What follows belongs to an exercise in optimizing a design on an open flow for small area, a short achievable clock period and few clock cycles per item; a production flow would make more cautious choices. The RTL was checked by simulation tests, not by an equivalence proof against the original design. Power and IR drop assume default switching activity.

== v44 ==
==> flow/design.v (excerpt) <==
module bias_relu #(
  parameter int ROWS    = 4,
  parameter int COLS    = 4,
  parameter int RELU_EN = 1
) (
  input  logic                              clk,
  input  logic                              rst,
  input  logic                              enable,
  input  logic [ROWS-1:0][COLS-1:0][31:0]   matrix_in,
  input  logic [ROWS-1:0][31:0]             bias,
  output logic [ROWS-1:0][COLS-1:0][31:0]   result,
  output logic                              busy,
  output logic                              done
);
  logic done_q;
  always_ff @(posedge clk) begin
    if (rst) done_q <= 1'b0;
    else     done_q <= enable;
  end
  assign busy = 1'b0;
  assign done = done_q;
  for (genvar i = 0; i < ROWS * COLS; i++) begin : g_elem
    logic [31:0] e, b;
    logic [32:0] sum;
    assign e = matrix_in[(i / COLS)][(i % COLS)];
    assign b = bias[(i / COLS)];
    logic [31:0] p, g;
    assign p = e ^ b;
    assign g = e & b;
    logic G0_1; logic P0_1;
    logic G0_3; logic P0_3;
    logic G0_5; logic P0_5;
    logic G0_7; logic P0_7;
    logic G0_9; logic P0_9;
    logic G0_11; logic P0_11;
    logic G0_13; logic P0_13;
    logic G0_15; logic P0_15;
    logic G0_17; logic P0_17;
    logic G0_19; logic P0_19;
    logic G0_21; logic P0_21;
    logic G0_23; logic P0_23;
    logic G0_25; logic P0_25;
    logic G0_27; logic P0_27;
    logic G0_29; logic P0_29;
    logic G0_31; logic P0_31;
    logic G1_3; logic P1_3;
    logic G1_5; logic P1_5;
    logic G1_7; logic P1_7;
    logic G1_9; logic P1_9;
    logic G1_11; logic P1_11;
    logic G1_13; logic P1_13;
    logic G1_15; logic P1_15;
    logic G1_17; logic P1_17;
    logic G1_19; logic P1_19;
    logic G1_21; logic P1_21;
    logic G1_23; logic P1_23;
    logic G1_25; logic P1_25;
    logic G1_27; logic P1_27;
    logic G1_29; logic P1_29;
    logic G1_31; logic P1_31;
    logic G2_5; logic P2_5;
    logic G2_7; logic P2_7;
    logic G2_9; logic P2_9;
    logic G2_11; logic P2_11;
    logic G2_13; logic P2_13;
    logic G2_15; logic P2_15;
    logic G2_17; logic P2_17;
    logic G2_19; logic P2_19;
    logic G2_21; logic P2_21;
    logic G2_23; logic P2_23;
  ...
clock: 6.5 ns
lec_check: 0
cap_margin: 20
core_margin: 2
core_utilization: 60
setup_slack_margin: 3.0
slew_margin: 20
standard.sh (not shown) runs the stock make flow with config.mk's settings and CLKGATE_MAP_FILE= SYNTH_SCRIPT=/design/flow/synth_recipe.tcl, a recipe that flattens the netlist after the stock synthesis.
==> flow/flow/run.sh <==
#!/bin/bash
# Own layout flow: the standard layout (standard.sh), with
#  - synthesis through flow/synth.tcl: the standard flow's synthesis script with ABC on
#    flow/abc.script (structural mapping, no restructuring) and without the
#    full/half-adder extraction, so the RTL's adder structure is kept;
#  - the port buffers made of sky130_fd_sc_hd__buf_1 instead of the cell
#    buffer_ports picks by default.
# make's output goes to standard_make.log; ORFS keeps each step's log in
# orfs/logs/.
set -euo pipefail
export OWN_WORK=$PWD
export OWN_ABC_SCRIPT=$PWD/flow/abc.script
export BUFFER_PORTS_ARGS="-buffer_cell sky130_fd_sc_hd__buf_1"
export PLACE_PINS_ARGS="-min_distance 1 -min_distance_in_tracks"
bash standard.sh SYNTH_SCRIPT=$PWD/flow/synth.tcl ADDER_MAP_FILE= finish > standard_make.log 2>&1
==> flow/flow/abc.script <==
&get -n
&st
&dch
&nf
&put
buffer -c
topo
stime -c
upsize -c
dnsize -c
==> flow/flow/synth.tcl <==
proc abc {args} {
  set i [lsearch -exact $args -script]
  if {$i >= 0} { lset args [expr {$i + 1}] $::env(OWN_ABC_SCRIPT) }
  yosys abc {*}$args
}
source $::env(OWN_WORK)/synth_recipe.tcl
Testbench counts of v44, summed over its fixed seeds: cycles 3,192, items 1,600.
diff inputs: v44 => v36
Settings: CORE_UTILIZATION changed from 60 to 35.
diff --git a/flow/flow/run.sh b/flow/flow/run.sh
--- a/flow/flow/run.sh
+++ b/flow/flow/run.sh
@@ -12,4 +12,3 @@
 export OWN_ABC_SCRIPT=$PWD/flow/abc.script
 export BUFFER_PORTS_ARGS="-buffer_cell sky130_fd_sc_hd__buf_1"
-export PLACE_PINS_ARGS="-min_distance 1 -min_distance_in_tracks"
 bash standard.sh SYNTH_SCRIPT=$PWD/flow/synth.tcl ADDER_MAP_FILE= finish > standard_make.log 2>&1
Findings:
Comparing v44 with v36, the multi-input combinational cell count came out essentially unchanged. Run comparison: v36 timing endpoint of the critical path g_elem[5].res_q[25]; v44 timing endpoint of the critical path g_elem[0].res_q[3]. Transition time at the pin with the least slew margin: v36 vs v44 up 0.10 ns. Re share of cell area taken by flip-flops and latches: v44 was higher than v36. v36 vs v44 — met3 wire length dropped by more than 10%. Number of placed cells counting well taps: v36 > v44. Higher final estimated routing congestion in global placement among v36 and v44: v44.
Here is what was changed in the inputs of v11 compared with v36.
Settings: DIE_AREA: unset -> 0 0 430 430; CORE_UTILIZATION: 35 -> unset; CORE_MARGIN: 2 -> unset; CORE_AREA: unset -> 4 4 426 426; SETUP_SLACK_MARGIN: 3.0 -> 3.4.
diff --git a/flow/flow/run.sh b/flow/flow/run.sh
--- a/flow/flow/run.sh
+++ b/flow/flow/run.sh
@@ -12,3 +12,5 @@
 export OWN_ABC_SCRIPT=$PWD/flow/abc.script
 export BUFFER_PORTS_ARGS="-buffer_cell sky130_fd_sc_hd__buf_1"
+export CTS_ARGS="-sink_clustering_enable -repair_clock_nets -buf_list sky130_fd_sc_hd__clkbuf_8 -dont_use_dummy_load"
+export PRE_IO_PLACEMENT_TCL=$PWD/flow/pins.tcl
 bash standard.sh SYNTH_SCRIPT=$PWD/flow/synth.tcl ADDER_MAP_FILE= finish > standard_make.log 2>&1
==> flow/flow/pins.tcl (new file) <==
# Pin order for io placement (run before place_pins as PRE_IO_PLACEMENT_TCL):
# one matrix row per die edge. Along an edge: elements 0 and 1 of the row,
# the row's bias, elements 2 and 3. Inside an element its input and output
# bits alternate from bit 0 up, so each element's adder sits next to its
# own pins. The control pins go in the middle of the bottom edge.
set edges {bottom right top left}
for {set r 0} {$r < 4} {incr r} {
  set names {}
  for {set c 0} {$c < 4} {incr c} {
    if {$c == 2} {
      for {set k 0} {$k < 32} {incr k} { lappend names "bias\[[expr {$r*32 + $k}]\]" }
      if {$r == 0} { lappend names clk rst enable busy done }
    }
    set base [expr {($r*4 + $c) * 32}]
    for {set k 0} {$k < 32} {incr k} {
      lappend names "matrix_in\[[expr {$base + $k}]\]" "result\[[expr {$base + $k}]\]"
    }
  }
  set_io_pin_constraint -pin_names $names -region [lindex $edges $r]:* -group -order
}
==> run summary <==
- Summary: with v36 as the reference, detail-routed via count per cell in v11 moved down by more than 10%.
- v11 against v36: pin count of the biggest net entering global routing went down by 70; global-route wire length before repair shrank by 30000 um; non-clock buffer count rose by 97; arithmetic-cell share of the synthesized area counting full adders, half adders and majority gates did not really move; initial standard-cell utilization of the core dropped 13 points.
- Going from v36 to v11, aggregate routed wire length lost about 14%, post-synthesis to final-layout area growth picked up an extra 6.3 points.
- v11 ended up with g_elem[6].res_q[29] as its critical path endpoint; v36 ended up with g_elem[5].res_q[25].
- Comparing v11 and v36, the lower slack of the critical path was measured on v36.
- Higher power of the sequential group among v11 and v36: v11
- Share of the core filled with cells: v11 vs v36 down 15 points
--- input diff v11..v42 ---
Settings: SETUP_SLACK_MARGIN: 3.4 -> 3.0; CORE_MARGIN: unset -> 2; CORE_AREA: 4 4 426 426 -> unset; CORE_UTILIZATION: unset -> 60; DIE_AREA: 0 0 430 430 -> unset; PLACE_DENSITY: unset -> 0.9.
diff --git a/flow/flow/run.sh b/flow/flow/run.sh
--- a/flow/flow/run.sh
+++ b/flow/flow/run.sh
@@ -12,5 +12,4 @@
 export OWN_ABC_SCRIPT=$PWD/flow/abc.script
 export BUFFER_PORTS_ARGS="-buffer_cell sky130_fd_sc_hd__buf_1"
-export CTS_ARGS="-sink_clustering_enable -repair_clock_nets -buf_list sky130_fd_sc_hd__clkbuf_8 -dont_use_dummy_load"
-export PRE_IO_PLACEMENT_TCL=$PWD/flow/pins.tcl
+export PLACE_PINS_ARGS="-min_distance 1 -min_distance_in_tracks"
 bash standard.sh SYNTH_SCRIPT=$PWD/flow/synth.tcl ADDER_MAP_FILE= finish > standard_make.log 2>&1
removed: flow/flow/pins.tcl
--- outcome ---
The combinational group power of v42 falls short of that of v11 by about 2%. Measured against each other, v11 and v42 differ in clock skew, the lower figure coming from v11. Net switching component of the power of v42 exceeds that of v11 by a few percent. Total power of v42 is higher than that of v11. Sort v11 and v42 by met1 track demand over resource in global routing, ascending, and v11 comes first. In the flow results for v11 and v42, the register-to-register slack is larger on v11. In v42 the post-detailed-route wirelength per cell turned out 18% higher than in v11. Between v11 and v42, the antenna diode count is higher for v42. For v11, the worst setup path endpoint was g_elem[6].res_q[29], unlike v42, where it was g_elem[3].res_q[7]. Delta (v42 minus v11): clock group share of total power shows an increase of 5.9 points, count of non-filler cells in the finished layout has decreased, pin slew with the least headroom to its limit down 0.17 ns.
The inputs of v22 differ from those of v42 as listed below.
Settings: a deleted PLACE_DENSITY that had been 0.9; a change of CORE_UTILIZATION from 60 to 35; a change of SETUP_SLACK_MARGIN from 3.0 to 3.5.
diff --git a/flow/flow/run.sh b/flow/flow/run.sh
--- a/flow/flow/run.sh
+++ b/flow/flow/run.sh
@@ -12,4 +12,3 @@
 export OWN_ABC_SCRIPT=$PWD/flow/abc.script
 export BUFFER_PORTS_ARGS="-buffer_cell sky130_fd_sc_hd__buf_1"
-export PLACE_PINS_ARGS="-min_distance 1 -min_distance_in_tracks"
 bash standard.sh SYNTH_SCRIPT=$PWD/flow/synth.tcl ADDER_MAP_FILE= finish > standard_make.log 2>&1
--- outcome ---
- v22 against v42: met2 usage dropped 13 points; overall power after layout climbed 13%; total via count after detailed routing climbed 1783; overall routing resource usage dropped 9.9 points.
Input changes introduced in v38 (baseline for comparison: v22):
Settings: PLACE_DENSITY now 0.85, previously not set; SETUP_SLACK_MARGIN now 3.0, was 3.5.
diff --git a/flow/flow/run.sh b/flow/flow/run.sh
--- a/flow/flow/run.sh
+++ b/flow/flow/run.sh
@@ -12,3 +12,4 @@
 export OWN_ABC_SCRIPT=$PWD/flow/abc.script
 export BUFFER_PORTS_ARGS="-buffer_cell sky130_fd_sc_hd__buf_1"
+export CTS_ARGS="-sink_clustering_enable -repair_clock_nets -buf_list sky130_fd_sc_hd__clkbuf_8 -dont_use_dummy_load"
 bash standard.sh SYNTH_SCRIPT=$PWD/flow/synth.tcl ADDER_MAP_FILE= finish > standard_make.log 2>&1
[summary]
Of v38 and v22, it is v38 that has the higher clock skew.
v38 vs. v22: total power went down by about 17%, met1 wire length went down by 7900 um.

-- separate check: timing with driven ports --
No port has a modelled driver above. Below, the same layouts with a new extraction and two added sets of constraints.
Step 1: set_driving_cell puts a clkbuf_16 on clk and a buf_2 on each other input, an assumption about the parent block.
Step 2 adds t to the input delays and takes it off the output delays; t is the mean of the earliest and latest rising clock arrival at the registers after step 1. Input paths then give back, and output paths get back, about the clock's delay inside the block.
Three values: no drivers, after step 1, after step 2; two values: the first two.
run	t, ns	setup slack, ns	worst register clock-pin slew, ns	pins driven straight from the clock port
v44	0.710	2.945 / 2.985 / 2.274	0.07 / 0.07	1
v36	0.742	2.981 / 3.029 / 2.287	0.08 / 0.08	1
v11	0.824	3.310 / 3.324 / 2.500	0.06 / 0.06	1
v42	0.718	3.016 / 2.996 / 2.278	0.07 / 0.07	1
v22	0.700	3.256 / 3.231 / 2.531	0.07 / 0.07	1
v38	0.779	2.966 / 2.922 / 2.142	0.07 / 0.07	1
After both steps setup and hold are still met in every run listed. The setup slack of v38, which loses most, moves by -0.044 ns with the drivers and by -0.824 ns with both steps.
